This design comes from an exercise in tuning for small area on the open sky130 flow, not from production work. No run shown here included a check of the RTL's function; only the layout flow was run. Power figures rest on the tool's default switching activity, not on a simulated workload.

[design/flow/config.mk]
export PLATFORM = sky130hd
export DESIGN_NAME = resample_interp
export DESIGN_NICKNAME = resample_interp
export VERILOG_FILES = /design/flow/design.v
export SDC_FILE = /design/flow/constraint.sdc
export NUM_CORES = 4
export LEC_CHECK = 0
export CAP_MARGIN = 20
export CORE_MARGIN = 2
export CORE_UTILIZATION = 65
export PLACE_DENSITY = 0.75
export SLEW_MARGIN = 20
export SYNTH_HIERARCHICAL = 1
export SYNTH_MINIMUM_KEEP_SIZE = 0
[design/flow/constraint.sdc]
create_clock -name core_clock -period 6.0 [get_ports {clk}]
set_input_delay 1.2000 -clock core_clock [delete_from_list [all_inputs] [get_ports {clk}]]
set_output_delay 1.2000 -clock core_clock [all_outputs]
set_load 0.01 [all_outputs]
[design/flow/design.v]
module resample_interp #(
    parameter int SYM_WIDTH = 1,
    parameter int INT_WIDTH = 1,
    parameter int DEC_WIDTH = 14,
    parameter int MU_WIDTH  = 8,
    parameter int DEPTH     = 8,
    parameter int CNT_WIDTH = 16,
    localparam int DW = SYM_WIDTH + INT_WIDTH + DEC_WIDTH,
    localparam int LW = $clog2(DEPTH) + 1
) (
    input  logic                 clk,
    input  logic                 rst,
    input  logic                 flush,
    input  logic                 in_valid,
    input  logic [DW-1:0]        in_i,
    input  logic [DW-1:0]        in_q,
    input  logic                 mk,
    input  logic [MU_WIDTH-1:0]  mu,
    input  logic                 mode,
    input  logic                 out_ready,
    output logic                 out_valid,
    output logic [DW-1:0]        out_i,
    output logic [DW-1:0]        out_q,
    output logic [LW-1:0]        fifo_level,
    output logic                 overflow,
    output logic [CNT_WIDTH-1:0] sym_cnt
);
    localparam int AW = $clog2(DEPTH);
    localparam logic [DW-1:0] SGN = DW'(1) << (DW - 1);
    logic                 strobe;
    logic                 x_zero;
    logic [DW-1:0]        x_i, x_q;
    logic                 s1_valid, s2_valid, s3_valid;
    logic [DW-1:0]        s1_a_i, s1_a_q;
    logic [MU_WIDTH-1:0]  s1_mu;
    logic [DW-1:0]        s2_y_i, s2_y_q, s3_y_i, s3_y_q;
    logic [DW-1:0]        y_i, y_q;
    logic [DW-1:0]        mem_i [DEPTH];
    logic [DW-1:0]        mem_q [DEPTH];
    logic [AW-1:0]        wr_ptr, rd_ptr;
    logic                 full, pop, wr_ok;
    assign strobe = in_valid && mk;
    always_ff @(posedge clk or posedge rst) begin
        if (rst) begin
            x_zero   <= 1'b1;
            s1_valid <= 1'b0;
            s2_valid <= 1'b0;
            s3_valid <= 1'b0;
        end else if (flush) begin
            x_zero   <= 1'b1;
            s1_valid <= 1'b0;
            s2_valid <= 1'b0;
            s3_valid <= 1'b0;
        end else begin
            if (in_valid) x_zero <= 1'b0;
            s1_valid <= strobe;
            s2_valid <= s1_valid;
            s3_valid <= s2_valid;
        end
    end
    always_ff @(posedge clk) begin
        if (in_valid) begin
            x_i <= in_i ^ SGN;
            x_q <= in_q ^ SGN;
        end
        s1_a_i <= !mode ? in_i ^ SGN : x_zero ? SGN : x_i;
        s1_a_q <= !mode ? in_q ^ SGN : x_zero ? SGN : x_q;
        s1_mu  <= mu;
        s2_y_i <= y_i ^ SGN;
        s2_y_q <= y_q ^ SGN;
        s3_y_i <= s2_y_i;
        s3_y_q <= s2_y_q;
    end
    logic [15:0] ari_1;
    logic [15:0] ari_2;
    logic [15:0] ari_3;
    logic [15:0] ari_4;
    logic [15:0] ari_5;
    logic [15:0] ari_6;
    logic [15:0] ari_7;
    logic [15:0] ari_8;
    logic ari_9;
    logic ari_10;
    logic ari_11;
    logic ari_12;
    logic ari_13;
    logic ari_14;
    logic ari_15;
    logic ari_16;
    logic ari_17;
    logic ari_18;
    logic ari_19;
    logic ari_20;
    logic ari_21;
    logic ari_22;
    logic ari_23;
    logic ari_24;
    logic ari_25;
    logic ari_26;
    logic ari_27;
    logic ari_28;
    logic ari_29;
    logic ari_30;
    logic ari_31;
    logic ari_32;
    logic ari_33;
    logic ari_34;
    logic ari_35;
    logic ari_36;
    logic ari_37;
    logic ari_38;
    logic ari_39;
    logic ari_40;
    logic ari_41;
    logic ari_42;
    logic ari_43;
    logic ari_44;
    logic ari_45;
    logic ari_46;
    logic ari_47;
    logic ari_48;
    logic ari_49;
    logic ari_50;
    logic ari_51;
    logic ari_52;
    logic ari_53;
    logic ari_54;
    logic ari_55;
    logic ari_56;
    logic ari_57;
    logic ari_58;
    logic ari_59;
    logic ari_60;
    logic ari_61;
    logic ari_62;
    logic ari_63;
    logic ari_64;
    logic ari_65;
    logic ari_66;
    logic ari_67;
    logic ari_68;
    logic ari_69;
    logic ari_70;
    logic ari_71;
    logic ari_72;
    logic ari_73;
    logic ari_74;
    logic ari_75;
    logic ari_76;
    logic ari_77;
    logic ari_78;
    logic ari_79;
    logic ari_80;
    logic ari_81;
    logic ari_82;
    logic ari_83;
    logic ari_84;
    logic ari_85;
    logic ari_86;
    logic ari_87;
    logic ari_88;
    logic ari_89;
    logic ari_90;
    logic ari_91;
    logic ari_92;
    logic ari_93;
    logic ari_94;
    logic ari_95;
    logic ari_96;
    logic ari_97;
    logic ari_98;
    logic ari_99;
    logic ari_100;
    logic ari_101;
    logic ari_102;
    logic ari_103;
    logic ari_104;
    logic ari_105;
    logic ari_106;
    logic ari_107;
    logic ari_108;
    logic ari_109;
    logic ari_110;
    logic ari_111;
    logic ari_112;
    logic ari_113;
    logic ari_114;
    logic ari_115;
    logic ari_116;
    logic ari_117;
    logic ari_118;
    logic ari_119;
    logic ari_120;
    logic ari_121;
    logic ari_122;
    logic ari_123;
    logic ari_124;
    logic ari_125;
    logic ari_126;
    logic ari_127;
    logic ari_128;
    logic ari_129;
    logic ari_130;
    logic ari_131;
    logic ari_132;
    logic ari_133;
    logic ari_134;
    logic ari_135;
    logic ari_136;
    logic ari_137;
    logic ari_138;
    logic ari_139;
    logic ari_140;
    logic ari_141;
    logic ari_142;
    logic ari_143;
    logic ari_144;
    logic ari_145;
    logic ari_146;
    logic ari_147;
    logic ari_148;
    logic ari_149;
    logic ari_150;
    logic ari_151;
    logic ari_152;
    logic ari_153;
    logic ari_154;
    logic ari_155;
    logic ari_156;
    logic ari_157;
    logic ari_158;
    logic ari_159;
    logic ari_160;
    logic ari_161;
    logic ari_162;
    logic ari_163;
    logic ari_164;
    logic ari_165;
    logic ari_166;
    logic ari_167;
    logic ari_168;
    logic ari_169;
    logic ari_170;
    logic ari_171;
    logic ari_172;
    logic ari_173;
    logic ari_174;
    logic ari_175;
    logic ari_176;
    logic ari_177;
    logic ari_178;
    logic ari_179;
    logic ari_180;
    logic ari_181;
    logic ari_182;
    logic ari_183;
    logic ari_184;
    logic ari_185;
    logic ari_186;
    logic ari_187;
    logic ari_188;
    logic ari_189;
    logic ari_190;
    logic ari_191;
    logic ari_192;
    logic ari_193;
    logic ari_194;
    logic ari_195;
    logic ari_196;
    logic ari_197;
    logic ari_198;
    logic ari_199;
    logic ari_200;
    logic ari_201;
    logic ari_202;
    logic ari_203;
    logic ari_204;
    logic ari_205;
    logic ari_206;
    logic ari_207;
    logic ari_208;
    logic ari_209;
    logic ari_210;
    logic ari_211;
    logic ari_212;
    logic ari_213;
    logic ari_214;
    logic ari_215;
    logic ari_216;
    logic ari_217;
    logic ari_218;
    logic ari_219;
    logic ari_220;
    logic ari_221;
    logic ari_222;
    logic ari_223;
    logic ari_224;
    logic ari_225;
    logic ari_226;
    logic ari_227;
    logic ari_228;
    logic ari_229;
    logic ari_230;
    logic ari_231;
    logic ari_232;
    logic ari_233;
    logic ari_234;
    logic ari_235;
    logic ari_236;
    logic ari_237;
    logic ari_238;
    logic ari_239;
    logic ari_240;
    logic ari_241;
    logic ari_242;
    logic ari_243;
    logic ari_244;
    logic ari_245;
    logic ari_246;
    logic ari_247;
    logic ari_248;
    logic ari_249;
    logic ari_250;
    logic ari_251;
    logic ari_252;
    logic ari_253;
    logic ari_254;
    logic ari_255;
    logic ari_256;
    logic ari_257;
    logic ari_258;
    logic ari_259;
    logic ari_260;
    logic ari_261;
    logic ari_262;
    logic ari_263;
    logic ari_264;
    logic ari_265;
    logic ari_266;
    logic ari_267;
    logic ari_268;
    logic ari_269;
    logic ari_270;
    logic ari_271;
    logic ari_272;
    logic ari_273;
    logic ari_274;
    logic ari_275;
    logic ari_276;
    logic ari_277;
    logic ari_278;
    logic ari_279;
    logic ari_280;
    logic ari_281;
    logic ari_282;
    logic ari_283;
    logic ari_284;
    logic ari_285;
    logic ari_286;
    logic ari_287;
    logic ari_288;
    logic ari_289;
    logic ari_290;
    logic ari_291;
    logic ari_292;
    logic ari_293;
    logic ari_294;
    logic ari_295;
    logic ari_296;
    logic ari_297;
    logic ari_298;
    logic ari_299;
    logic ari_300;
    logic ari_301;
    logic ari_302;
    logic ari_303;
    logic ari_304;
    logic ari_305;
    logic ari_306;
    logic ari_307;
    logic ari_308;
    logic ari_309;
    logic ari_310;
    logic ari_311;
    logic ari_312;
    logic ari_313;
    logic ari_314;
    logic ari_315;
    logic ari_316;
    logic ari_317;
    logic ari_318;
    logic ari_319;
    logic ari_320;
    logic ari_321;
    logic ari_322;
    assign ari_1 = ~(s1_mu[0] ? x_i : s1_a_i);
    assign ari_2 = ~(s1_mu[1] ? x_i : s1_a_i);
    assign ari_3 = ~(s1_mu[2] ? x_i : s1_a_i);
    assign ari_4 = ~(s1_mu[3] ? x_i : s1_a_i);
    assign ari_5 = ~(s1_mu[4] ? x_i : s1_a_i);
    assign ari_6 = ~(s1_mu[5] ? x_i : s1_a_i);
    assign ari_7 = ~(s1_mu[6] ? x_i : s1_a_i);
    assign ari_8 = ~(s1_mu[7] ? x_i : s1_a_i);
    ri_ha u_ari_9 (~s1_a_i[7], ari_1[7], ari_9, ari_10);
    assign ari_11 = ~(~s1_a_i[1] ^ ari_1[1]);
    assign ari_12 = ~s1_a_i[1] | ari_1[1];
    ri_fa u_ari_13 (~s1_a_i[2], ari_1[2], ari_2[1], ari_13, ari_14);
    assign ari_15 = ~(ari_3[0] ^ ari_12);
    assign ari_16 = ari_3[0] | ari_12;
    ri_fa u_ari_17 (~s1_a_i[3], ari_1[3], ari_2[2], ari_17, ari_18);
    ri_fa u_ari_19 (ari_3[1], ari_4[0], ari_14, ari_19, ari_20);
    assign ari_21 = ~(ari_16 ^ ari_17);
    assign ari_22 = ari_16 | ari_17;
    ri_fa u_ari_23 (~s1_a_i[4], ari_1[4], ari_2[3], ari_23, ari_24);
    ri_fa u_ari_25 (ari_3[2], ari_4[1], ari_5[0], ari_25, ari_26);
    ri_fa u_ari_27 (ari_18, ari_23, ari_25, ari_27, ari_28);
    assign ari_29 = ~(ari_22 ^ ari_20);
    assign ari_30 = ari_22 | ari_20;
    ri_fa u_ari_31 (~s1_a_i[5], ari_1[5], ari_2[4], ari_31, ari_32);
    ri_fa u_ari_33 (ari_3[3], ari_4[2], ari_5[1], ari_33, ari_34);
    ri_fa u_ari_35 (ari_6[0], ari_24, ari_26, ari_35, ari_36);
    ri_fa u_ari_37 (ari_31, ari_33, ari_28, ari_37, ari_38);
    assign ari_39 = ~(ari_35 ^ ari_30);
    assign ari_40 = ari_35 | ari_30;
    ri_fa u_ari_41 (~s1_a_i[6], ari_1[6], ari_2[5], ari_41, ari_42);
    ri_fa u_ari_43 (ari_3[4], ari_4[3], ari_5[2], ari_43, ari_44);
    ri_fa u_ari_45 (ari_6[1], ari_7[0], ari_32, ari_45, ari_46);
    ri_fa u_ari_47 (ari_34, ari_41, ari_43, ari_47, ari_48);
    ri_fa u_ari_49 (ari_36, ari_45, ari_47, ari_49, ari_50);
    assign ari_51 = ~(ari_38 ^ ari_40);
    assign ari_52 = ari_38 | ari_40;
    ri_fa u_ari_53 (ari_2[6], ari_3[5], ari_4[4], ari_53, ari_54);
    ri_fa u_ari_55 (ari_5[3], ari_6[2], ari_7[1], ari_55, ari_56);
    ri_fa u_ari_57 (ari_8[0], ari_9, ari_42, ari_57, ari_58);
    ri_fa u_ari_59 (ari_44, ari_53, ari_55, ari_59, ari_60);
    ri_fa u_ari_61 (ari_46, ari_48, ari_57, ari_61, ari_62);
    ri_fa u_ari_63 (ari_59, ari_50, ari_61, ari_63, ari_64);
    ri_fa u_ari_65 (~s1_a_i[8], ari_1[8], ari_2[7], ari_65, ari_66);
    ri_fa u_ari_67 (ari_3[6], ari_4[5], ari_5[4], ari_67, ari_68);
    ri_fa u_ari_69 (ari_6[3], ari_7[2], ari_8[1], ari_69, ari_70);
    ri_fa u_ari_71 (ari_10, ari_54, ari_56, ari_71, ari_72);
    ri_fa u_ari_73 (ari_65, ari_67, ari_69, ari_73, ari_74);
    ri_fa u_ari_75 (ari_58, ari_60, ari_71, ari_75, ari_76);
    ri_fa u_ari_77 (ari_73, ari_62, ari_75, ari_77, ari_78);
    ri_fa u_ari_79 (~s1_a_i[9], ari_1[9], ari_2[8], ari_79, ari_80);
    ri_fa u_ari_81 (ari_3[7], ari_4[6], ari_5[5], ari_81, ari_82);
    ri_fa u_ari_83 (ari_6[4], ari_7[3], ari_8[2], ari_83, ari_84);
    ri_fa u_ari_85 (ari_66, ari_68, ari_70, ari_85, ari_86);
    ri_fa u_ari_87 (ari_79, ari_81, ari_83, ari_87, ari_88);
    ri_fa u_ari_89 (ari_72, ari_74, ari_85, ari_89, ari_90);
    ri_fa u_ari_91 (ari_87, ari_76, ari_89, ari_91, ari_92);
    ri_fa u_ari_93 (~s1_a_i[10], ari_1[10], ari_2[9], ari_93, ari_94);
    ri_fa u_ari_95 (ari_3[8], ari_4[7], ari_5[6], ari_95, ari_96);
    ri_fa u_ari_97 (ari_6[5], ari_7[4], ari_8[3], ari_97, ari_98);
    ri_fa u_ari_99 (ari_80, ari_82, ari_84, ari_99, ari_100);
    ri_fa u_ari_101 (ari_93, ari_95, ari_97, ari_101, ari_102);
    ri_fa u_ari_103 (ari_86, ari_88, ari_99, ari_103, ari_104);
    ri_fa u_ari_105 (ari_101, ari_90, ari_103, ari_105, ari_106);
    ri_fa u_ari_107 (~s1_a_i[11], ari_1[11], ari_2[10], ari_107, ari_108);
    ri_fa u_ari_109 (ari_3[9], ari_4[8], ari_5[7], ari_109, ari_110);
    ri_fa u_ari_111 (ari_6[6], ari_7[5], ari_8[4], ari_111, ari_112);
    ri_fa u_ari_113 (ari_94, ari_96, ari_98, ari_113, ari_114);
    ri_fa u_ari_115 (ari_107, ari_109, ari_111, ari_115, ari_116);
    ri_fa u_ari_117 (ari_100, ari_102, ari_113, ari_117, ari_118);
    ri_fa u_ari_119 (ari_115, ari_104, ari_117, ari_119, ari_120);
    ri_fa u_ari_121 (~s1_a_i[12], ari_1[12], ari_2[11], ari_121, ari_122);
    ri_fa u_ari_123 (ari_3[10], ari_4[9], ari_5[8], ari_123, ari_124);
    ri_fa u_ari_125 (ari_6[7], ari_7[6], ari_8[5], ari_125, ari_126);
    ri_fa u_ari_127 (ari_108, ari_110, ari_112, ari_127, ari_128);
    ri_fa u_ari_129 (ari_121, ari_123, ari_125, ari_129, ari_130);
    ri_fa u_ari_131 (ari_114, ari_116, ari_127, ari_131, ari_132);
    ri_fa u_ari_133 (ari_129, ari_118, ari_131, ari_133, ari_134);
    ri_fa u_ari_135 (~s1_a_i[13], ari_1[13], ari_2[12], ari_135, ari_136);
    ri_fa u_ari_137 (ari_3[11], ari_4[10], ari_5[9], ari_137, ari_138);
    ri_fa u_ari_139 (ari_6[8], ari_7[7], ari_8[6], ari_139, ari_140);
    ri_fa u_ari_141 (ari_122, ari_124, ari_126, ari_141, ari_142);
    ri_fa u_ari_143 (ari_135, ari_137, ari_139, ari_143, ari_144);
    ri_fa u_ari_145 (ari_128, ari_130, ari_141, ari_145, ari_146);
    ri_fa u_ari_147 (ari_143, ari_132, ari_145, ari_147, ari_148);
    ri_fa u_ari_149 (~s1_a_i[14], ari_1[14], ari_2[13], ari_149, ari_150);
    ri_fa u_ari_151 (ari_3[12], ari_4[11], ari_5[10], ari_151, ari_152);
    ri_fa u_ari_153 (ari_6[9], ari_7[8], ari_8[7], ari_153, ari_154);
    ri_fa u_ari_155 (ari_136, ari_138, ari_140, ari_155, ari_156);
    ri_fa u_ari_157 (ari_149, ari_151, ari_153, ari_157, ari_158);
    ri_fa u_ari_159 (ari_142, ari_144, ari_155, ari_159, ari_160);
    ri_fa u_ari_161 (ari_157, ari_146, ari_159, ari_161, ari_162);
    ri_fa u_ari_163 (~s1_a_i[15], ari_1[15], ari_2[14], ari_163, ari_164);
    ri_fa u_ari_165 (ari_3[13], ari_4[12], ari_5[11], ari_165, ari_166);
    ri_fa u_ari_167 (ari_6[10], ari_7[9], ari_8[8], ari_167, ari_168);
    ri_fa u_ari_169 (ari_150, ari_152, ari_154, ari_169, ari_170);
    ri_fa u_ari_171 (ari_163, ari_165, ari_167, ari_171, ari_172);
    ri_fa u_ari_173 (ari_156, ari_158, ari_169, ari_173, ari_174);
    ri_fa u_ari_175 (ari_171, ari_160, ari_173, ari_175, ari_176);
    ri_fa u_ari_177 (ari_2[15], ari_3[14], ari_4[13], ari_177, ari_178);
    ri_fa u_ari_179 (ari_5[12], ari_6[11], ari_7[10], ari_179, ari_180);
    ri_fa u_ari_181 (ari_8[9], ari_164, ari_166, ari_181, ari_182);
    ri_fa u_ari_183 (ari_168, ari_177, ari_179, ari_183, ari_184);
    ri_fa u_ari_185 (ari_170, ari_172, ari_181, ari_185, ari_186);
    ri_fa u_ari_187 (ari_183, ari_174, ari_185, ari_187, ari_188);
    ri_fa u_ari_189 (ari_3[15], ari_4[14], ari_5[13], ari_189, ari_190);
    ri_fa u_ari_191 (ari_6[12], ari_7[11], ari_8[10], ari_191, ari_192);
    ri_fa u_ari_193 (ari_178, ari_180, ari_189, ari_193, ari_194);
    ri_fa u_ari_195 (ari_191, ari_182, ari_184, ari_195, ari_196);
    ri_fa u_ari_197 (ari_193, ari_186, ari_195, ari_197, ari_198);
    ri_fa u_ari_199 (ari_4[15], ari_5[14], ari_6[13], ari_199, ari_200);
    ri_fa u_ari_201 (ari_7[12], ari_8[11], ari_190, ari_201, ari_202);
    ri_fa u_ari_203 (ari_192, ari_199, ari_194, ari_203, ari_204);
    ri_fa u_ari_205 (ari_201, ari_196, ari_203, ari_205, ari_206);
    ri_fa u_ari_207 (ari_5[15], ari_6[14], ari_7[13], ari_207, ari_208);
    ri_fa u_ari_209 (ari_8[12], ari_200, ari_207, ari_209, ari_210);
    ri_fa u_ari_211 (ari_202, ari_209, ari_204, ari_211, ari_212);
    ri_fa u_ari_213 (ari_6[15], ari_7[14], ari_8[13], ari_213, ari_214);
    ri_fa u_ari_215 (ari_208, ari_213, ari_210, ari_215, ari_216);
    ri_fa u_ari_217 (ari_7[15], ari_8[14], ari_214, ari_217, ari_218);
    assign ari_219 = ~s1_a_i[0] | ari_1[0];
    ri_maj u_ari_220 (ari_2[0], ari_11, ari_219, ari_220);
    ri_maj u_ari_221 (ari_13, ari_15, ari_220, ari_221);
    ri_maj u_ari_222 (ari_21, ari_19, ari_221, ari_222);
    ri_maj u_ari_223 (ari_27, ari_29, ari_222, ari_223);
    ri_maj u_ari_224 (ari_39, ari_37, ari_223, ari_224);
    ri_maj u_ari_225 (ari_49, ari_51, ari_224, ari_225);
    ri_maj u_ari_226 (ari_52, ari_63, ari_225, ari_226);
    ri_ha u_ari_227 (ari_64, ari_77, ari_227, ari_228);
    ri_ha u_ari_229 (ari_78, ari_91, ari_229, ari_230);
    ri_ha u_ari_231 (ari_92, ari_105, ari_231, ari_232);
    ri_ha u_ari_233 (ari_106, ari_119, ari_233, ari_234);
    ri_ha u_ari_235 (ari_120, ari_133, ari_235, ari_236);
    ri_ha u_ari_237 (ari_134, ari_147, ari_237, ari_238);
    ri_ha u_ari_239 (ari_148, ari_161, ari_239, ari_240);
    ri_ha u_ari_241 (ari_162, ari_175, ari_241, ari_242);
    ri_ha u_ari_243 (ari_176, ari_187, ari_243, ari_244);
    ri_ha u_ari_245 (ari_188, ari_197, ari_245, ari_246);
    ri_ha u_ari_247 (ari_198, ari_205, ari_247, ari_248);
    ri_ha u_ari_249 (ari_206, ari_211, ari_249, ari_250);
    ri_ha u_ari_251 (ari_215, ari_212, ari_251, ari_252);
    ri_ha u_ari_253 (ari_217, ari_216, ari_253, ari_254);
    ri_ha u_ari_255 (ari_8[15], ari_218, ari_255, ari_256);
    assign ari_257 = ari_228 | (ari_227 & ari_226);
    assign ari_258 = ari_230 | (ari_229 & ari_257);
    assign ari_259 = ari_234 | (ari_233 & ari_232);
    assign ari_260 = ari_233 & ari_231;
    assign ari_261 = ari_238 | (ari_237 & ari_236);
    assign ari_262 = ari_237 & ari_235;
    assign ari_263 = ari_242 | (ari_241 & ari_240);
    assign ari_264 = ari_241 & ari_239;
    assign ari_265 = ari_246 | (ari_245 & ari_244);
    assign ari_266 = ari_245 & ari_243;
    assign ari_267 = ari_250 | (ari_249 & ari_248);
    assign ari_268 = ari_249 & ari_247;
    assign ari_269 = ari_254 | (ari_253 & ari_252);
    assign ari_270 = ari_253 & ari_251;
    assign ari_271 = 1'b0 | (1'b0 & ari_256);
    assign ari_272 = 1'b0 & ari_255;
    assign ari_273 = ari_232 | (ari_231 & ari_258);
    assign ari_274 = ari_259 | (ari_260 & ari_258);
    assign ari_275 = ari_240 | (ari_239 & ari_261);
    assign ari_276 = ari_239 & ari_262;
    assign ari_277 = ari_263 | (ari_264 & ari_261);
    assign ari_278 = ari_264 & ari_262;
    assign ari_279 = ari_248 | (ari_247 & ari_265);
    assign ari_280 = ari_247 & ari_266;
    assign ari_281 = ari_267 | (ari_268 & ari_265);
    assign ari_282 = ari_268 & ari_266;
    assign ari_283 = ari_256 | (ari_255 & ari_269);
    assign ari_284 = ari_255 & ari_270;
    assign ari_285 = ari_271 | (ari_272 & ari_269);
    assign ari_286 = ari_272 & ari_270;
    assign ari_287 = ari_236 | (ari_235 & ari_274);
    assign ari_288 = ari_261 | (ari_262 & ari_274);
    assign ari_289 = ari_275 | (ari_276 & ari_274);
    assign ari_290 = ari_277 | (ari_278 & ari_274);
    assign ari_291 = ari_252 | (ari_251 & ari_281);
    assign ari_292 = ari_251 & ari_282;
    assign ari_293 = ari_269 | (ari_270 & ari_281);
    assign ari_294 = ari_270 & ari_282;
    assign ari_295 = ari_283 | (ari_284 & ari_281);
    assign ari_296 = ari_284 & ari_282;
    assign ari_297 = ari_285 | (ari_286 & ari_281);
    assign ari_298 = ari_286 & ari_282;
    assign ari_299 = ari_244 | (ari_243 & ari_290);
    assign ari_300 = ari_265 | (ari_266 & ari_290);
    assign ari_301 = ari_279 | (ari_280 & ari_290);
    assign ari_302 = ari_281 | (ari_282 & ari_290);
    assign ari_303 = ari_291 | (ari_292 & ari_290);
    assign ari_304 = ari_293 | (ari_294 & ari_290);
    assign ari_305 = ari_295 | (ari_296 & ari_290);
    assign ari_306 = ari_297 | (ari_298 & ari_290);
    assign ari_307 = ari_227 ^ ari_226;
    assign ari_308 = ari_229 ^ ari_257;
    assign ari_309 = ari_231 ^ ari_258;
    assign ari_310 = ari_233 ^ ari_273;
    assign ari_311 = ari_235 ^ ari_274;
    assign ari_312 = ari_237 ^ ari_287;
    assign ari_313 = ari_239 ^ ari_288;
    assign ari_314 = ari_241 ^ ari_289;
    assign ari_315 = ari_243 ^ ari_290;
    assign ari_316 = ari_245 ^ ari_299;
    assign ari_317 = ari_247 ^ ari_300;
    assign ari_318 = ari_249 ^ ari_301;
    assign ari_319 = ari_251 ^ ari_302;
    assign ari_320 = ari_253 ^ ari_303;
    assign ari_321 = ari_255 ^ ari_304;
    assign ari_322 = 1'b0 ^ ari_305;
    assign y_i = ~{ari_322, ari_321, ari_320, ari_319, ari_318, ari_317, ari_316, ari_315, ari_314, ari_313, ari_312, ari_311, ari_310, ari_309, ari_308, ari_307};
    logic [15:0] arq_1;
    logic [15:0] arq_2;
    logic [15:0] arq_3;
    logic [15:0] arq_4;
    logic [15:0] arq_5;
    logic [15:0] arq_6;
    logic [15:0] arq_7;
    logic [15:0] arq_8;
    logic arq_9;
    logic arq_10;
    logic arq_11;
    logic arq_12;
    logic arq_13;
    logic arq_14;
    logic arq_15;
    logic arq_16;
    logic arq_17;
    logic arq_18;
    logic arq_19;
    logic arq_20;
    logic arq_21;
    logic arq_22;
    logic arq_23;
    logic arq_24;
    logic arq_25;
    logic arq_26;
    logic arq_27;
    logic arq_28;
    logic arq_29;
    logic arq_30;
    logic arq_31;
    logic arq_32;
    logic arq_33;
    logic arq_34;
    logic arq_35;
    logic arq_36;
    logic arq_37;
    logic arq_38;
    logic arq_39;
    logic arq_40;
    logic arq_41;
    logic arq_42;
    logic arq_43;
    logic arq_44;
    logic arq_45;
    logic arq_46;
    logic arq_47;
    logic arq_48;
    logic arq_49;
    logic arq_50;
    logic arq_51;
    logic arq_52;
    logic arq_53;
    logic arq_54;
    logic arq_55;
    logic arq_56;
    logic arq_57;
    logic arq_58;
    logic arq_59;
    logic arq_60;
    logic arq_61;
    logic arq_62;
    logic arq_63;
    logic arq_64;
    logic arq_65;
    logic arq_66;
    logic arq_67;
    logic arq_68;
    logic arq_69;
    logic arq_70;
    logic arq_71;
    logic arq_72;
    logic arq_73;
    logic arq_74;
    logic arq_75;
    logic arq_76;
    logic arq_77;
    logic arq_78;
    logic arq_79;
    logic arq_80;
    logic arq_81;
    logic arq_82;
    logic arq_83;
    logic arq_84;
    logic arq_85;
    logic arq_86;
    logic arq_87;
    logic arq_88;
    logic arq_89;
    logic arq_90;
    logic arq_91;
    logic arq_92;
    logic arq_93;
    logic arq_94;
    logic arq_95;
    logic arq_96;
    logic arq_97;
    logic arq_98;
    logic arq_99;
    logic arq_100;
    logic arq_101;
    logic arq_102;
    logic arq_103;
    logic arq_104;
    logic arq_105;
    logic arq_106;
    logic arq_107;
    logic arq_108;
    logic arq_109;
    logic arq_110;
    logic arq_111;
    logic arq_112;
    logic arq_113;
    logic arq_114;
    logic arq_115;
    logic arq_116;
    logic arq_117;
    logic arq_118;
    logic arq_119;
    logic arq_120;
    logic arq_121;
    logic arq_122;
    logic arq_123;
    logic arq_124;
    logic arq_125;
    logic arq_126;
    logic arq_127;
    logic arq_128;
    logic arq_129;
    logic arq_130;
    logic arq_131;
    logic arq_132;
    logic arq_133;
    logic arq_134;
    logic arq_135;
    logic arq_136;
    logic arq_137;
    logic arq_138;
    logic arq_139;
    logic arq_140;
    logic arq_141;
    logic arq_142;
    logic arq_143;
    logic arq_144;
    logic arq_145;
    logic arq_146;
    logic arq_147;
    logic arq_148;
    logic arq_149;
    logic arq_150;
    logic arq_151;
    logic arq_152;
    logic arq_153;
    logic arq_154;
    logic arq_155;
    logic arq_156;
    logic arq_157;
    logic arq_158;
    logic arq_159;
    logic arq_160;
    logic arq_161;
    logic arq_162;
    logic arq_163;
    logic arq_164;
    logic arq_165;
    logic arq_166;
    logic arq_167;
    logic arq_168;
    logic arq_169;
    logic arq_170;
    logic arq_171;
    logic arq_172;
    logic arq_173;
    logic arq_174;
    logic arq_175;
    logic arq_176;
    logic arq_177;
    logic arq_178;
    logic arq_179;
    logic arq_180;
    logic arq_181;
    logic arq_182;
    logic arq_183;
    logic arq_184;
    logic arq_185;
    logic arq_186;
    logic arq_187;
    logic arq_188;
    logic arq_189;
    logic arq_190;
    logic arq_191;
    logic arq_192;
    logic arq_193;
    logic arq_194;
    logic arq_195;
    logic arq_196;
    logic arq_197;
    logic arq_198;
    logic arq_199;
    logic arq_200;
    logic arq_201;
    logic arq_202;
    logic arq_203;
    logic arq_204;
    logic arq_205;
    logic arq_206;
    logic arq_207;
    logic arq_208;
    logic arq_209;
    logic arq_210;
    logic arq_211;
    logic arq_212;
    logic arq_213;
    logic arq_214;
    logic arq_215;
    logic arq_216;
    logic arq_217;
    logic arq_218;
    logic arq_219;
    logic arq_220;
    logic arq_221;
    logic arq_222;
    logic arq_223;
    logic arq_224;
    logic arq_225;
    logic arq_226;
    logic arq_227;
    logic arq_228;
    logic arq_229;
    logic arq_230;
    logic arq_231;
    logic arq_232;
    logic arq_233;
    logic arq_234;
    logic arq_235;
    logic arq_236;
    logic arq_237;
    logic arq_238;
    logic arq_239;
    logic arq_240;
    logic arq_241;
    logic arq_242;
    logic arq_243;
    logic arq_244;
    logic arq_245;
    logic arq_246;
    logic arq_247;
    logic arq_248;
    logic arq_249;
    logic arq_250;
    logic arq_251;
    logic arq_252;
    logic arq_253;
    logic arq_254;
    logic arq_255;
    logic arq_256;
    logic arq_257;
    logic arq_258;
    logic arq_259;
    logic arq_260;
    logic arq_261;
    logic arq_262;
    logic arq_263;
    logic arq_264;
    logic arq_265;
    logic arq_266;
    logic arq_267;
    logic arq_268;
    logic arq_269;
    logic arq_270;
    logic arq_271;
    logic arq_272;
    logic arq_273;
    logic arq_274;
    logic arq_275;
    logic arq_276;
    logic arq_277;
    logic arq_278;
    logic arq_279;
    logic arq_280;
    logic arq_281;
    logic arq_282;
    logic arq_283;
    logic arq_284;
    logic arq_285;
    logic arq_286;
    logic arq_287;
    logic arq_288;
    logic arq_289;
    logic arq_290;
    logic arq_291;
    logic arq_292;
    logic arq_293;
    logic arq_294;
    logic arq_295;
    logic arq_296;
    logic arq_297;
    logic arq_298;
    logic arq_299;
    logic arq_300;
    logic arq_301;
    logic arq_302;
    logic arq_303;
    logic arq_304;
    logic arq_305;
    logic arq_306;
    logic arq_307;
    logic arq_308;
    logic arq_309;
    logic arq_310;
    logic arq_311;
    logic arq_312;
    logic arq_313;
    logic arq_314;
    logic arq_315;
    logic arq_316;
    logic arq_317;
    logic arq_318;
    logic arq_319;
    logic arq_320;
    logic arq_321;
    logic arq_322;
    assign arq_1 = ~(s1_mu[0] ? x_q : s1_a_q);
    assign arq_2 = ~(s1_mu[1] ? x_q : s1_a_q);
    assign arq_3 = ~(s1_mu[2] ? x_q : s1_a_q);
    assign arq_4 = ~(s1_mu[3] ? x_q : s1_a_q);
    assign arq_5 = ~(s1_mu[4] ? x_q : s1_a_q);
    assign arq_6 = ~(s1_mu[5] ? x_q : s1_a_q);
    assign arq_7 = ~(s1_mu[6] ? x_q : s1_a_q);
    assign arq_8 = ~(s1_mu[7] ? x_q : s1_a_q);
    ri_ha u_arq_9 (~s1_a_q[7], arq_1[7], arq_9, arq_10);
    assign arq_11 = ~(~s1_a_q[1] ^ arq_1[1]);
    assign arq_12 = ~s1_a_q[1] | arq_1[1];
    ri_fa u_arq_13 (~s1_a_q[2], arq_1[2], arq_2[1], arq_13, arq_14);
    assign arq_15 = ~(arq_3[0] ^ arq_12);
    assign arq_16 = arq_3[0] | arq_12;
    ri_fa u_arq_17 (~s1_a_q[3], arq_1[3], arq_2[2], arq_17, arq_18);
    ri_fa u_arq_19 (arq_3[1], arq_4[0], arq_14, arq_19, arq_20);
    assign arq_21 = ~(arq_16 ^ arq_17);
    assign arq_22 = arq_16 | arq_17;
    ri_fa u_arq_23 (~s1_a_q[4], arq_1[4], arq_2[3], arq_23, arq_24);
    ri_fa u_arq_25 (arq_3[2], arq_4[1], arq_5[0], arq_25, arq_26);
    ri_fa u_arq_27 (arq_18, arq_23, arq_25, arq_27, arq_28);
    assign arq_29 = ~(arq_22 ^ arq_20);
    assign arq_30 = arq_22 | arq_20;
    ri_fa u_arq_31 (~s1_a_q[5], arq_1[5], arq_2[4], arq_31, arq_32);
    ri_fa u_arq_33 (arq_3[3], arq_4[2], arq_5[1], arq_33, arq_34);
    ri_fa u_arq_35 (arq_6[0], arq_24, arq_26, arq_35, arq_36);
    ri_fa u_arq_37 (arq_31, arq_33, arq_28, arq_37, arq_38);
    assign arq_39 = ~(arq_35 ^ arq_30);
    assign arq_40 = arq_35 | arq_30;
    ri_fa u_arq_41 (~s1_a_q[6], arq_1[6], arq_2[5], arq_41, arq_42);
    ri_fa u_arq_43 (arq_3[4], arq_4[3], arq_5[2], arq_43, arq_44);
    ri_fa u_arq_45 (arq_6[1], arq_7[0], arq_32, arq_45, arq_46);
    ri_fa u_arq_47 (arq_34, arq_41, arq_43, arq_47, arq_48);
    ri_fa u_arq_49 (arq_36, arq_45, arq_47, arq_49, arq_50);
    assign arq_51 = ~(arq_38 ^ arq_40);
    assign arq_52 = arq_38 | arq_40;
    ri_fa u_arq_53 (arq_2[6], arq_3[5], arq_4[4], arq_53, arq_54);
    ri_fa u_arq_55 (arq_5[3], arq_6[2], arq_7[1], arq_55, arq_56);
    ri_fa u_arq_57 (arq_8[0], arq_9, arq_42, arq_57, arq_58);
    ri_fa u_arq_59 (arq_44, arq_53, arq_55, arq_59, arq_60);
    ri_fa u_arq_61 (arq_46, arq_48, arq_57, arq_61, arq_62);
    ri_fa u_arq_63 (arq_59, arq_50, arq_61, arq_63, arq_64);
    ri_fa u_arq_65 (~s1_a_q[8], arq_1[8], arq_2[7], arq_65, arq_66);
    ri_fa u_arq_67 (arq_3[6], arq_4[5], arq_5[4], arq_67, arq_68);
    ri_fa u_arq_69 (arq_6[3], arq_7[2], arq_8[1], arq_69, arq_70);
    ri_fa u_arq_71 (arq_10, arq_54, arq_56, arq_71, arq_72);
    ri_fa u_arq_73 (arq_65, arq_67, arq_69, arq_73, arq_74);
    ri_fa u_arq_75 (arq_58, arq_60, arq_71, arq_75, arq_76);
    ri_fa u_arq_77 (arq_73, arq_62, arq_75, arq_77, arq_78);
    ri_fa u_arq_79 (~s1_a_q[9], arq_1[9], arq_2[8], arq_79, arq_80);
    ri_fa u_arq_81 (arq_3[7], arq_4[6], arq_5[5], arq_81, arq_82);
    ri_fa u_arq_83 (arq_6[4], arq_7[3], arq_8[2], arq_83, arq_84);
    ri_fa u_arq_85 (arq_66, arq_68, arq_70, arq_85, arq_86);
    ri_fa u_arq_87 (arq_79, arq_81, arq_83, arq_87, arq_88);
    ri_fa u_arq_89 (arq_72, arq_74, arq_85, arq_89, arq_90);
    ri_fa u_arq_91 (arq_87, arq_76, arq_89, arq_91, arq_92);
    ri_fa u_arq_93 (~s1_a_q[10], arq_1[10], arq_2[9], arq_93, arq_94);
    ri_fa u_arq_95 (arq_3[8], arq_4[7], arq_5[6], arq_95, arq_96);
    ri_fa u_arq_97 (arq_6[5], arq_7[4], arq_8[3], arq_97, arq_98);
    ri_fa u_arq_99 (arq_80, arq_82, arq_84, arq_99, arq_100);
    ri_fa u_arq_101 (arq_93, arq_95, arq_97, arq_101, arq_102);
    ri_fa u_arq_103 (arq_86, arq_88, arq_99, arq_103, arq_104);
    ri_fa u_arq_105 (arq_101, arq_90, arq_103, arq_105, arq_106);
    ri_fa u_arq_107 (~s1_a_q[11], arq_1[11], arq_2[10], arq_107, arq_108);
    ri_fa u_arq_109 (arq_3[9], arq_4[8], arq_5[7], arq_109, arq_110);
    ri_fa u_arq_111 (arq_6[6], arq_7[5], arq_8[4], arq_111, arq_112);
    ri_fa u_arq_113 (arq_94, arq_96, arq_98, arq_113, arq_114);
    ri_fa u_arq_115 (arq_107, arq_109, arq_111, arq_115, arq_116);
    ri_fa u_arq_117 (arq_100, arq_102, arq_113, arq_117, arq_118);
    ri_fa u_arq_119 (arq_115, arq_104, arq_117, arq_119, arq_120);
    ri_fa u_arq_121 (~s1_a_q[12], arq_1[12], arq_2[11], arq_121, arq_122);
    ri_fa u_arq_123 (arq_3[10], arq_4[9], arq_5[8], arq_123, arq_124);
    ri_fa u_arq_125 (arq_6[7], arq_7[6], arq_8[5], arq_125, arq_126);
    ri_fa u_arq_127 (arq_108, arq_110, arq_112, arq_127, arq_128);
    ri_fa u_arq_129 (arq_121, arq_123, arq_125, arq_129, arq_130);
    ri_fa u_arq_131 (arq_114, arq_116, arq_127, arq_131, arq_132);
    ri_fa u_arq_133 (arq_129, arq_118, arq_131, arq_133, arq_134);
    ri_fa u_arq_135 (~s1_a_q[13], arq_1[13], arq_2[12], arq_135, arq_136);
    ri_fa u_arq_137 (arq_3[11], arq_4[10], arq_5[9], arq_137, arq_138);
    ri_fa u_arq_139 (arq_6[8], arq_7[7], arq_8[6], arq_139, arq_140);
    ri_fa u_arq_141 (arq_122, arq_124, arq_126, arq_141, arq_142);
    ri_fa u_arq_143 (arq_135, arq_137, arq_139, arq_143, arq_144);
    ri_fa u_arq_145 (arq_128, arq_130, arq_141, arq_145, arq_146);
    ri_fa u_arq_147 (arq_143, arq_132, arq_145, arq_147, arq_148);
    ri_fa u_arq_149 (~s1_a_q[14], arq_1[14], arq_2[13], arq_149, arq_150);
    ri_fa u_arq_151 (arq_3[12], arq_4[11], arq_5[10], arq_151, arq_152);
    ri_fa u_arq_153 (arq_6[9], arq_7[8], arq_8[7], arq_153, arq_154);
    ri_fa u_arq_155 (arq_136, arq_138, arq_140, arq_155, arq_156);
    ri_fa u_arq_157 (arq_149, arq_151, arq_153, arq_157, arq_158);
    ri_fa u_arq_159 (arq_142, arq_144, arq_155, arq_159, arq_160);
    ri_fa u_arq_161 (arq_157, arq_146, arq_159, arq_161, arq_162);
    ri_fa u_arq_163 (~s1_a_q[15], arq_1[15], arq_2[14], arq_163, arq_164);
    ri_fa u_arq_165 (arq_3[13], arq_4[12], arq_5[11], arq_165, arq_166);
    ri_fa u_arq_167 (arq_6[10], arq_7[9], arq_8[8], arq_167, arq_168);
    ri_fa u_arq_169 (arq_150, arq_152, arq_154, arq_169, arq_170);
    ri_fa u_arq_171 (arq_163, arq_165, arq_167, arq_171, arq_172);
    ri_fa u_arq_173 (arq_156, arq_158, arq_169, arq_173, arq_174);
    ri_fa u_arq_175 (arq_171, arq_160, arq_173, arq_175, arq_176);
    ri_fa u_arq_177 (arq_2[15], arq_3[14], arq_4[13], arq_177, arq_178);
    ri_fa u_arq_179 (arq_5[12], arq_6[11], arq_7[10], arq_179, arq_180);
    ri_fa u_arq_181 (arq_8[9], arq_164, arq_166, arq_181, arq_182);
    ri_fa u_arq_183 (arq_168, arq_177, arq_179, arq_183, arq_184);
    ri_fa u_arq_185 (arq_170, arq_172, arq_181, arq_185, arq_186);
    ri_fa u_arq_187 (arq_183, arq_174, arq_185, arq_187, arq_188);
    ri_fa u_arq_189 (arq_3[15], arq_4[14], arq_5[13], arq_189, arq_190);
    ri_fa u_arq_191 (arq_6[12], arq_7[11], arq_8[10], arq_191, arq_192);
    ri_fa u_arq_193 (arq_178, arq_180, arq_189, arq_193, arq_194);
    ri_fa u_arq_195 (arq_191, arq_182, arq_184, arq_195, arq_196);
    ri_fa u_arq_197 (arq_193, arq_186, arq_195, arq_197, arq_198);
    ri_fa u_arq_199 (arq_4[15], arq_5[14], arq_6[13], arq_199, arq_200);
    ri_fa u_arq_201 (arq_7[12], arq_8[11], arq_190, arq_201, arq_202);
    ri_fa u_arq_203 (arq_192, arq_199, arq_194, arq_203, arq_204);
    ri_fa u_arq_205 (arq_201, arq_196, arq_203, arq_205, arq_206);
    ri_fa u_arq_207 (arq_5[15], arq_6[14], arq_7[13], arq_207, arq_208);
    ri_fa u_arq_209 (arq_8[12], arq_200, arq_207, arq_209, arq_210);
    ri_fa u_arq_211 (arq_202, arq_209, arq_204, arq_211, arq_212);
    ri_fa u_arq_213 (arq_6[15], arq_7[14], arq_8[13], arq_213, arq_214);
    ri_fa u_arq_215 (arq_208, arq_213, arq_210, arq_215, arq_216);
    ri_fa u_arq_217 (arq_7[15], arq_8[14], arq_214, arq_217, arq_218);
    assign arq_219 = ~s1_a_q[0] | arq_1[0];
    ri_maj u_arq_220 (arq_2[0], arq_11, arq_219, arq_220);
    ri_maj u_arq_221 (arq_13, arq_15, arq_220, arq_221);
    ri_maj u_arq_222 (arq_21, arq_19, arq_221, arq_222);
    ri_maj u_arq_223 (arq_27, arq_29, arq_222, arq_223);
    ri_maj u_arq_224 (arq_39, arq_37, arq_223, arq_224);
    ri_maj u_arq_225 (arq_49, arq_51, arq_224, arq_225);
    ri_maj u_arq_226 (arq_52, arq_63, arq_225, arq_226);
    ri_ha u_arq_227 (arq_64, arq_77, arq_227, arq_228);
    ri_ha u_arq_229 (arq_78, arq_91, arq_229, arq_230);
    ri_ha u_arq_231 (arq_92, arq_105, arq_231, arq_232);
    ri_ha u_arq_233 (arq_106, arq_119, arq_233, arq_234);
    ri_ha u_arq_235 (arq_120, arq_133, arq_235, arq_236);
    ri_ha u_arq_237 (arq_134, arq_147, arq_237, arq_238);
    ri_ha u_arq_239 (arq_148, arq_161, arq_239, arq_240);
    ri_ha u_arq_241 (arq_162, arq_175, arq_241, arq_242);
    ri_ha u_arq_243 (arq_176, arq_187, arq_243, arq_244);
    ri_ha u_arq_245 (arq_188, arq_197, arq_245, arq_246);
    ri_ha u_arq_247 (arq_198, arq_205, arq_247, arq_248);
    ri_ha u_arq_249 (arq_206, arq_211, arq_249, arq_250);
    ri_ha u_arq_251 (arq_215, arq_212, arq_251, arq_252);
    ri_ha u_arq_253 (arq_217, arq_216, arq_253, arq_254);
    ri_ha u_arq_255 (arq_8[15], arq_218, arq_255, arq_256);
    assign arq_257 = arq_228 | (arq_227 & arq_226);
    assign arq_258 = arq_230 | (arq_229 & arq_257);
    assign arq_259 = arq_234 | (arq_233 & arq_232);
    assign arq_260 = arq_233 & arq_231;
    assign arq_261 = arq_238 | (arq_237 & arq_236);
    assign arq_262 = arq_237 & arq_235;
    assign arq_263 = arq_242 | (arq_241 & arq_240);
    assign arq_264 = arq_241 & arq_239;
    assign arq_265 = arq_246 | (arq_245 & arq_244);
    assign arq_266 = arq_245 & arq_243;
    assign arq_267 = arq_250 | (arq_249 & arq_248);
    assign arq_268 = arq_249 & arq_247;
    assign arq_269 = arq_254 | (arq_253 & arq_252);
    assign arq_270 = arq_253 & arq_251;
    assign arq_271 = 1'b0 | (1'b0 & arq_256);
    assign arq_272 = 1'b0 & arq_255;
    assign arq_273 = arq_232 | (arq_231 & arq_258);
    assign arq_274 = arq_259 | (arq_260 & arq_258);
    assign arq_275 = arq_240 | (arq_239 & arq_261);
    assign arq_276 = arq_239 & arq_262;
    assign arq_277 = arq_263 | (arq_264 & arq_261);
    assign arq_278 = arq_264 & arq_262;
    assign arq_279 = arq_248 | (arq_247 & arq_265);
    assign arq_280 = arq_247 & arq_266;
    assign arq_281 = arq_267 | (arq_268 & arq_265);
    assign arq_282 = arq_268 & arq_266;
    assign arq_283 = arq_256 | (arq_255 & arq_269);
    assign arq_284 = arq_255 & arq_270;
    assign arq_285 = arq_271 | (arq_272 & arq_269);
    assign arq_286 = arq_272 & arq_270;
    assign arq_287 = arq_236 | (arq_235 & arq_274);
    assign arq_288 = arq_261 | (arq_262 & arq_274);
    assign arq_289 = arq_275 | (arq_276 & arq_274);
    assign arq_290 = arq_277 | (arq_278 & arq_274);
    assign arq_291 = arq_252 | (arq_251 & arq_281);
    assign arq_292 = arq_251 & arq_282;
    assign arq_293 = arq_269 | (arq_270 & arq_281);
    assign arq_294 = arq_270 & arq_282;
    assign arq_295 = arq_283 | (arq_284 & arq_281);
    assign arq_296 = arq_284 & arq_282;
    assign arq_297 = arq_285 | (arq_286 & arq_281);
    assign arq_298 = arq_286 & arq_282;
    assign arq_299 = arq_244 | (arq_243 & arq_290);
    assign arq_300 = arq_265 | (arq_266 & arq_290);
    assign arq_301 = arq_279 | (arq_280 & arq_290);
    assign arq_302 = arq_281 | (arq_282 & arq_290);
    assign arq_303 = arq_291 | (arq_292 & arq_290);
    assign arq_304 = arq_293 | (arq_294 & arq_290);
    assign arq_305 = arq_295 | (arq_296 & arq_290);
    assign arq_306 = arq_297 | (arq_298 & arq_290);
    assign arq_307 = arq_227 ^ arq_226;
    assign arq_308 = arq_229 ^ arq_257;
    assign arq_309 = arq_231 ^ arq_258;
    assign arq_310 = arq_233 ^ arq_273;
    assign arq_311 = arq_235 ^ arq_274;
    assign arq_312 = arq_237 ^ arq_287;
    assign arq_313 = arq_239 ^ arq_288;
    assign arq_314 = arq_241 ^ arq_289;
    assign arq_315 = arq_243 ^ arq_290;
    assign arq_316 = arq_245 ^ arq_299;
    assign arq_317 = arq_247 ^ arq_300;
    assign arq_318 = arq_249 ^ arq_301;
    assign arq_319 = arq_251 ^ arq_302;
    assign arq_320 = arq_253 ^ arq_303;
    assign arq_321 = arq_255 ^ arq_304;
    assign arq_322 = 1'b0 ^ arq_305;
    assign y_q = ~{arq_322, arq_321, arq_320, arq_319, arq_318, arq_317, arq_316, arq_315, arq_314, arq_313, arq_312, arq_311, arq_310, arq_309, arq_308, arq_307};
    assign wr_ptr    = rd_ptr + fifo_level[AW-1:0];
    assign full      = fifo_level == LW'(DEPTH);
    assign out_valid = fifo_level != '0;
    assign pop       = out_valid && out_ready;
    assign wr_ok     = s3_valid && (!full || pop);
    always_comb begin
        out_i = '0;
        out_q = '0;
        for (int k = 0; k < DEPTH; k++) begin
            if (out_valid && rd_ptr == AW'(k)) begin
                out_i = out_i | mem_i[k];
                out_q = out_q | mem_q[k];
            end
        end
    end
    always_ff @(posedge clk) begin
        if (!full || pop) begin
            mem_i[wr_ptr] <= s3_y_i;
            mem_q[wr_ptr] <= s3_y_q;
        end
    end
    always_ff @(posedge clk or posedge rst) begin
        if (rst) begin
            rd_ptr     <= '0;
            fifo_level <= '0;
            overflow   <= 1'b0;
            sym_cnt    <= '0;
        end else if (flush) begin
            rd_ptr     <= '0;
            fifo_level <= '0;
            overflow   <= 1'b0;
            sym_cnt    <= '0;
        end else begin
            if (wr_ok) begin
                sym_cnt <= sym_cnt + CNT_WIDTH'(1);
            end
            if (pop) begin
                rd_ptr <= rd_ptr + AW'(1);
            end
            case ({wr_ok, pop})
                2'b10:   fifo_level <= fifo_level + LW'(1);
                2'b01:   fifo_level <= fifo_level - LW'(1);
                default: fifo_level <= fifo_level;
            endcase
            if (s3_valid && !wr_ok) begin
                overflow <= 1'b1;
            end
        end
    end
endmodule
module ri_fa (
    input  logic a, b, c,
    output logic s, co
);
    assign s  = a ^ b ^ c;
    assign co = (a & b) | (c & (a ^ b));
endmodule
module ri_maj (
    input  logic a, b, c,
    output logic co
);
    assign co = (a & b) | (c & (a ^ b));
endmodule
module ri_ha (
    input  logic a, b,
    output logic s, co
);
    assign s  = a ^ b;
    assign co = a & b;
endmodule
[design/flow/flow/run.sh]
#!/bin/bash
# Layout flow: the standard ORFS flow (standard.sh, synthesis unchanged)
# with two changes to the layout steps:
#   * port buffers use the smallest buffer (buf_1) instead of the resizer's
#     default choice; every input and output port still gets a buffer;
#   * clock tree synthesis runs without dummy loads and builds the tree from
#     clkbuf_8 cells with sink clusters of at most 20 flip-flops.
# Each tool's full output is in orfs/logs/ (one log per step); make's own
# output goes to flow_make.log in the work folder.
set -euo pipefail
export BUFFER_PORTS_ARGS="-buffer_cell sky130_fd_sc_hd__buf_1"
export CTS_ARGS="-sink_clustering_enable -repair_clock_nets -dont_use_dummy_load -buf_list sky130_fd_sc_hd__clkbuf_8 -sink_clustering_size 20 -sink_clustering_max_diameter 50"
bash standard.sh > flow_make.log 2>&1
[design/flow/standard.sh]
#!/bin/bash
# synth_recipe.tcl (not shown) runs the flow's synth.tcl, then flattens the netlist and writes it again
# the make line also repeats each setting of config.mk as NAME=value (left out here)
make -C /OpenROAD-flow-scripts/flow DESIGN_CONFIG=/design/flow/config.mk WORK_HOME=/design/flow/orfs CLKGATE_MAP_FILE= SYNTH_SCRIPT=/design/flow/synth_recipe.tcl "${@:-finish}"
==> results of run 1 <==
==> sequential cells by signal, indices dropped and copies added, names as in the netlist, 4 cells and up <==
name,flops
s1_a_i,16
mem_i,128
s1_a_q,16
fifo_level,4
x_q,16
sym_cnt,16
s2_y_i,16
s1_mu,8
x_i,16
mem_q,128
s3_y_q,16
s3_y_i,16
s2_y_q,16
==> cells in the final DEF (no fill, tap or decap), drive strengths merged, types with 4 or more instances in the layout <==
cell type / instances
inv: 109
nand4: 9
nand3: 39
nand3b: 33
or3: 5
nand2b: 4
xnor2: 11
nand2: 29
dfrtp: 27
nor2: 42
mux2: 4
a21o: 17
ha: 78
a222oi: 64
edfxtp: 288
and3: 9
nor3: 11
xor2: 19
a21boi: 4
a21oi: 21
mux2i: 256
and2: 4
buf: 125
or2: 5
dfxtp: 104
clkbuf: 36
o21ai: 48
fa: 198
a22oi: 32
nor2b: 5
==> kinds of logic after synthesis <==
group                      Yosys count  share of synthesized area
xor gates and xnor gates            30                     0.0115
muxes                              260                      0.114
buffers and inverters              247                     0.0449
DFF                                420                      0.498
AOI/OAI and AO/OA                  208                     0.0691
adders and majority gates          276                      0.215
and+or+nand+nor                    200                     0.0471
==> layer usage <==
| layer | up-vias | GRT usage |
|---|---|---|
| met5 | - | 0 |
| li1 | 5969 | - |
| met4 | 0 | 0.0660 |
| met2 | 501 | 0.444 |
| met1 | 6728 | 0.407 |
| met3 | 67 | 0.0395 |
==> worst register-to-register path, stage by stage, from the launching register on <==
cell	delay, ns
dfxtp_2	0.61
buf_4	0.33
mux2i_1	0.27
fa_1	0.47
fa_1	0.44
fa_1	0.54
fa_1	0.41
ha_1	0.29
ha_1	0.17
or2_2	0.27
ha_1	0.21
o211ai_1	0.25
a21oi_1	0.15
o21bai_1	0.23
mux2i_1	0.11
a2111oi_0	0.47
==> metrics by stage <==
step	setup WS (ns)	util	cell area [sq um]	hold WS (ns)	total power, uW
2_1_floorplan	0.651	-	22900	0.310	9890
5_1_grt	0.295	0.693	24000	0.239	14600
6_report	0.622	0.693	24000	0.236	13400
3_5_place_dp	0.693	0.679	23500	0.312	12100
3_3_place_gp	0.738	0.679	23500	0.311	11800
4_1_cts	0.717	0.693	24000	0.234	13500
==> per-module statistics from Yosys (local to each module, per instance) <==
module	copies in the design	flops+latches	cell area, sq um
resample_interp	1	420	18300
ri_fa	196	0	20.0
ri_ha	32	0	12.5
ri_maj	14	0	20.0
==> path summary, 6_finish.rpt <==
kind | from | cells after the start | end | slack [ns]
setup / recovery | s1_mu[2] | 15 | s2_y_i[11] | 0.62
hold / removal | s2_y_q[6] | 0 | s3_y_q[6] | 0.24
setup reg to reg | s1_mu[2] | 15 | s2_y_i[11] | 0.62
hold reg to reg | s2_y_q[6] | 0 | s3_y_q[6] | 0.24
max in group asynchronous | rst | 2 | sym_cnt[11] | 4.88
min in group asynchronous | rst | 2 | sym_cnt[7] | 0.69
==> power breakdown <==
group / switching, uW / total [uW] / internal (uW) / leakage (uW)
Combinational: 4220 / 7290 / 3060 / 0.00524
Sequential: 509 / 4770 / 4260 / 0.00393
Clock: 840 / 1360 / 523 / 0.000252
==> layout make-up <==
| cell class | instances | area, sq um |
|---|---|---|
| Fill cell | 2415 | 10600 |
| Inverter | 109 | 409 |
| Multi-Input combinational cell | 974 | 10500 |
| Sequential cell | 420 | 11400 |
| Clock buffer | 35 | 482 |
| Tap cell | 455 | 569 |
| Timing Repair Buffer | 126 | 573 |
==> impl_metrics.env, run 1 <==
export IMPL_outcome="no timing/DRC/antenna violations"
export IMPL_initial_utilization=0.662
export IMPL_maxUsedRoutingLayer="met4"
export IMPL_crit_type="reg2reg"
export IMPL_yosysMostFrequentCell="edfxtp_1"
export IMPL_crit_slowest_cell="dfxtp_2"
export IMPL_hpwl_mm=32.6
export IMPL_finalSetupViolations=0
export IMPL_synth_area_leaders="edfxtp_1 (38%), fa_1 (17%), mux2i_1 (11%)"
export IMPL_antenna_left=0
export IMPL_slowest_delay_ns=0.61
export IMPL_startpoint_type="flip-flop"
export IMPL_clock_latency_ns=0.59
export IMPL_finalNonFillerCells=2119
export IMPL_fin_crit_sh=0.896
export IMPL_dr_total_vias=13300
export IMPL_cts_buffers=35
export IMPL_synth_warnings=7
export IMPL_max_slew_margin=0.321
export IMPL_syn_cell_area_sq_um=22900
export IMPL_cpMostUsedCell="fa_1"
export IMPL_io_pins=101
export IMPL_cp_max_fo=13
export IMPL_dp_cells=2084
export IMPL_synth_edf_count=288
export IMPL_worst_slew_pin_slew_ns=1.02
export IMPL_syn_inst=1641
export IMPL_drt_pass1_iterations=7
export IMPL_dr_wl_met3_mm=3.35
export IMPL_synth_cell_types=55
export IMPL_synth_seq_area_share=0.498
export IMPL_n_antenna_cell=0
export IMPL_finClkSkew_ns=0.0942
export IMPL_drt_iter0_drc=1261
export IMPL_num_rows=68
export IMPL_cts_root_buf="clkbuf_8"
export IMPL_worstSetupEndpointType="flip-flop"
export IMPL_max_cap_violations=0
export IMPL_setup_tns_ns=0
export IMPL_wirelength_mm=49.2
export IMPL_grt_max_degree=63
export IMPL_max_freq_mhz=186
export IMPL_cts_sinks=420
export IMPL_period_needed_ns=5.38
export IMPL_gp_congestion=0.883
export IMPL_required_ns=6.40
export IMPL_syn_area_per_cell_sq_um=14.0
export IMPL_crit_chain="buf_4 -> mux2i_1 -> fa_1 -> fa_1 -> fa_1 -> fa_1 -> ha_1 -> ha_1 -> or2_2 -> ha_1 -> o211ai_1 -> a21oi_1 -> o21bai_1 -> mux2i_1 -> a2111oi_0"
export IMPL_clk_pin_slew_ns=0.11
export IMPL_antenna_found_initial=0
export IMPL_grtUsageTotal=0.277
export IMPL_synth_seq_cells=420
export IMPL_die_width_um=192
export IMPL_drive_gt1_frac=0.0625
export IMPL_p_leak_uw=0.00942
export IMPL_ir_drop_uv=471
export IMPL_coreArea_sq_um=34600
export IMPL_htreeDepth=2
export IMPL_grt_pass1_vias=13800
export IMPL_wl_met1_mm=21.6
export IMPL_cp_arrival_ns=5.78
export IMPL_synthTopCellsByCount="edfxtp_1 (288), mux2i_1 (256), fa_1 (198)"
export IMPL_holdBufCountCts=0
export IMPL_rsz0062_at_grt="no"
export IMPL_wl_per_cell_um=23.2
export IMPL_die_h_um=192
export IMPL_cts_tree="done"
export IMPL_syn_num_nets=1964
export IMPL_clock_tree_buffer_depth=3
export IMPL_viasPerCell=6.26
export IMPL_die_area_sq_um=36800
export IMPL_power_density_nw_per_um2=559
export IMPL_grt_pass1_wl_mm=77.9
export IMPL_drc=0
export IMPL_drv_slew=0
export IMPL_final_hold_violation_count=0
export IMPL_cts_setup_buffers=0
export IMPL_cp_num_buf_inv=1
export IMPL_cts_resized_gates=0
export IMPL_wl_met2_mm=23.3
export IMPL_ys_flop_type="edfxtp_1"
export IMPL_synth_top_cell_area_share=0.377
export IMPL_yosysTopAreaCell="edfxtp_1"
export IMPL_async_reset_ff_frac=0.0667
export IMPL_crit_family="adder cells"
export IMPL_overflow=0
export IMPL_port_buffers=100
export IMPL_area_growth_pct=4.65
export IMPL_min_path_type="reg2reg"
export IMPL_nets=1989
==> run 2, diff against run 1 <==
--- a/design/flow/config.mk
+++ b/design/flow/config.mk
@@ -8,6 +8,7 @@
 export CAP_MARGIN = 20
 export CORE_MARGIN = 2
 export CORE_UTILIZATION = 65
+export GPL_TIMING_DRIVEN = 0
 export PLACE_DENSITY = 0.75
 export SLEW_MARGIN = 20
 export SYNTH_HIERARCHICAL = 1
==> run 2 against run 1 <==
Compared with the run above: flip-flop and latch count is the same; sequential power decreased by 2%; non-clock buffer count rose by 129; combinational power up 2%; clock skew fell by 0.011 ns; via count grew 3.1%; first-iteration DRC count fell by 11%; largest power group unchanged; power shrank 0.26%; critical path type unchanged.
==> impl_metrics.env, run 2 <==
export IMPL_power_density_nw_per_um2=542
export IMPL_cts_tree="done"
export IMPL_timing_rr_end="s2_y_q[15]"
export IMPL_power_share_combinational=0.553
export IMPL_yosysMostFrequentCell="edfxtp_1"
export IMPL_ys_flop_type="edfxtp_1"
export IMPL_min_path_cells=0
export IMPL_startpoint_type="flip-flop"
export IMPL_switchingPower_uw=5430
export IMPL_finalSetupViolations=0
export IMPL_grt_pass1_vias=14000
export IMPL_finClkSkew_ns=0.0829
export IMPL_clockPowerShare=0.098
export IMPL_outcome="no timing/DRC/antenna violations"
export IMPL_synth_area_leaders="edfxtp_1 (38%), fa_1 (17%), mux2i_1 (11%)"
export IMPL_worstSetupEndpointType="flip-flop"
export IMPL_preCtsSetupSlack_ns=-0.118
export IMPL_internal_power_uw=7950
export IMPL_synthTopCellsByCount="edfxtp_1 (288), mux2i_1 (256), fa_1 (198)"
export IMPL_syn_cell_area_sq_um=22900
export IMPL_reg_top3="mem_i x128, mem_q x128"
export IMPL_drive_gt1_frac=0.0698
export IMPL_wirelength_mm=49.6
export IMPL_grt_max_degree=31
export IMPL_setup_ws_ns=0.222
export IMPL_final_hold_violation_count=0
export IMPL_cts_setup_buffers=0
export IMPL_sw_frac_of_total=0.406
export IMPL_crit_slowest_cell="dfxtp_1"
export IMPL_hold_ws_ns=0.228
export IMPL_grtUsageTotal=0.277
export IMPL_final_common_cell="edfxtp_1"
export IMPL_synth_seq_cells=420
export IMPL_async_reset_ff_frac=0.0667
export IMPL_syn_area_per_cell_sq_um=14.0
export IMPL_dr_total_vias=13700
export IMPL_die_area_sq_um=36800
export IMPL_coreArea_sq_um=34600
export IMPL_htreeDepth=2
export IMPL_ir_drop_uv=371
export IMPL_yosysTopAreaCell="edfxtp_1"
export IMPL_die_h_um=192
export IMPL_clk_pin_slew_ns=0.10
export IMPL_viasPerCell=6.08
export IMPL_cts_root_buf="clkbuf_8"
export IMPL_antenna_left=0
export IMPL_die_width_um=192
export IMPL_cpMostUsedCell="fa_1"
export IMPL_synth_seq_area_share=0.498
export IMPL_final_cell_mix="edfxtp_1 (288), mux2i_1 (256), fa_1 (198), buf_1 (108), inv_1 (108)"
export IMPL_synth_edf_count=288
export IMPL_overflow=0
export IMPL_port_buffers=99
export IMPL_gp_congestion=0.847
export IMPL_cp_max_fo=10
export IMPL_area_growth_pct=7.59
export IMPL_cts_buffers=34
export IMPL_n_antenna_cell=0
export IMPL_io_pins=101
export IMPL_grt_pass1_wl_mm=77.0
export IMPL_hpwl_mm=36.1
export IMPL_max_cap_violations=0
export IMPL_max_freq_mhz=173
export IMPL_syn_num_nets=1964
export IMPL_clock_latency_ns=0.57
export IMPL_synth_cell_types=55
export IMPL_min_path_type="reg2reg"
export IMPL_worst_slew_pin_slew_ns=0.924
export IMPL_crit_chain="clkdlybuf4s15_2 -> mux2i_1 -> fa_1 -> fa_1 -> fa_1 -> fa_1 -> ha_1 -> ha_1 -> or2_2 -> ha_1 -> o211ai_1 -> a21oi_1 -> o211a_1 -> or2_2 -> a211o_1"
export IMPL_fin_crit_sh=0.963
export IMPL_initial_utilization=0.662
export IMPL_fill_cells=2369
export IMPL_drt_pass1_iterations=8
export IMPL_min_to="s3_y_i[12]"
export IMPL_drv_slew=0
export IMPL_holdBufCountCts=0
export IMPL_nets=2117
export IMPL_slowest_delay_ns=0.64
export IMPL_seq_power_share=0.349
export IMPL_multiInputGateArea_sq_um=10500
export IMPL_worstHoldStart="s2_y_i[12]"
export IMPL_num_rows=68
export IMPL_r2r_cells=15
export IMPL_max_slew_margin=0.384
export IMPL_syn_inst=1641
export IMPL_synth_top_cell_area_share=0.377
export IMPL_clock_tree_buffer_depth=3
export IMPL_regArea_sq_um=11400
export IMPL_wl_per_cell_um=22.1
export IMPL_crit_type="reg2reg"
export IMPL_rsz0062_at_grt="yes"
export IMPL_r2r_start="s1_mu[5]"
export IMPL_p_leak_uw=0.00973
export IMPL_synth_warnings=7
export IMPL_period_needed_ns=5.78
export IMPL_drt_iter0_drc=1123
export IMPL_cp_arrival_ns=6.19
export IMPL_r2r_slack_ns=0.22
export IMPL_antenna_found_initial=0
export IMPL_drc=0
export IMPL_cts_sinks=420
export IMPL_required_ns=6.42
## run 2: cell counts after synthesis
Identical to the previous run, type by type.
## run 2: Yosys stat by module (local to each module, per instance)
| module | flip-flops and latches | area [sq um] | copies in the design |
|---|---|---|---|
| ri_ha | 0 | 12.5 | 32 |
| ri_fa | 0 | 20.0 | 196 |
| ri_maj | 0 | 20.0 | 14 |
| resample_interp | 420 | 18300 | 1 |
## run 2: per-stage QoR
stage	TNS (ns)	util	instance area (sq um)	power, uW	instances
after floorplan	0	-	22900	9890	1641
after global placement	-46.38	0.690	23900	11600	2195
after detailed placement	-0.405	0.698	24200	12100	2216
after CTS	0	0.713	24700	13400	2250
after global routing	-0.0181	0.713	24700	14500	2247
final	0	0.713	24700	13400	2247
## run 2: layer usage
| layer | vias up | global-route usage | share of wire |
|---|---|---|---|
| li1 | 6238 | - | - |
| met3 | 76 | 0.0387 | 0.062 |
| met4 | 0 | 0.0763 | 0.023 |
| met1 | 6864 | 0.384 | 0.43 |
| met2 | 492 | 0.464 | 0.49 |
| met5 | - | 0 | 0 |
## run 2: critical path: cells and delay by family (launching register included)
kind	cells	cell delay, ns
DFF	1	0.64
and+or+nand+nor	2	0.62
AOI/OAI and AO/OA	4	1.01
adders and majority gates	7	2.52
buffers and inverters	1	0.54
muxes	1	0.32
## run 2: power groups by stage
stage / combinational (uW) / sequential, uW / clock, uW
floorplan: 5310 / 4590 / 0
global placement: 6920 / 4690 / 0
detailed placement: 7350 / 4730 / 0
CTS: 7420 / 4660 / 1350
global route: 8340 / 4730 / 1450
finish: 7400 / 4660 / 1320
## run 2: final cells by class
| class | instances | area share |
|---|---|---|
| inverters | 109 | 0.0166 |
| plain buffers | 135 | 0.0265 |
| well taps | 455 | 0.0231 |
| clock buffers | 34 | 0.0190 |
| flip-flops and latches | 420 | 0.463 |
| multi-input cells | 974 | 0.427 |
| repair buffers | 120 | 0.0251 |
## run 2: how the worst max path moves through the flow
stage / from / endpoint / slack (ns) / cells past startpoint
floorplan: s1_mu[1] / s2_y_q[15] / 0.65 / 17
detailed placement: s1_mu[1] / s2_y_q[15] / -0.12 / 17
global placement: out_ready / mem_q[2][8] / -0.56 / 5
finish: s1_mu[5] / s2_y_q[15] / 0.22 / 15
CTS: s1_mu[2] / s2_y_q[15] / 0.0007 / 16
global route: s1_mu[3] / s2_y_i[11] / -0.02 / 17
## run 2: repair_timing
item / CTS / global route
gates cloned: 0 / 0
pin swaps: 0 / 0
resized for setup: 13 / 25
endpoints found under the setup margin: 9 / 11
## run 2: cell families after synthesis
logic type / Yosys count / synth area share
xor gates and xnor gates: 30 / 0.0115
AOI/OAI and AO/OA: 208 / 0.0691
and+or+nand+nor: 200 / 0.0471
buffers and inverters: 247 / 0.0449
muxes: 260 / 0.114
adders and majority gates: 276 / 0.215
DFF: 420 / 0.498

==> what the ideal ports hide <==
In the flow no input, the clock included, has a driving cell. The finished layouts below were timed again as built, in two steps. Step 1 assumes that a clkbuf_16 drives the clock port and a buf_2 every other input. Step 2 adds t to the input delays and takes it off the output delays; t is the mean of the earliest and latest rising clock arrival at the registers after step 1. Input paths then give back, and output paths get back, about the clock's delay inside the block. Slacks: ideal / step 1 / step 2; pairs: ideal / step 1.
| run | t (ns) | setup slack, ns | worst hold slack (ns) | worst setup path at the end | clock arrival spread, ns |
|---|---|---|---|---|---|
| run 1 | 0.599 | 0.622 / 0.622 / 0.622 | 0.236 / 0.236 / 0.236 | register to register | 0.097 / 0.097 |
| run 2 | 0.581 | 0.222 / 0.222 / 0.222 | 0.228 / 0.228 / 0.228 | register to register | 0.090 / 0.090 |
After both steps setup and hold are still met in every run listed.
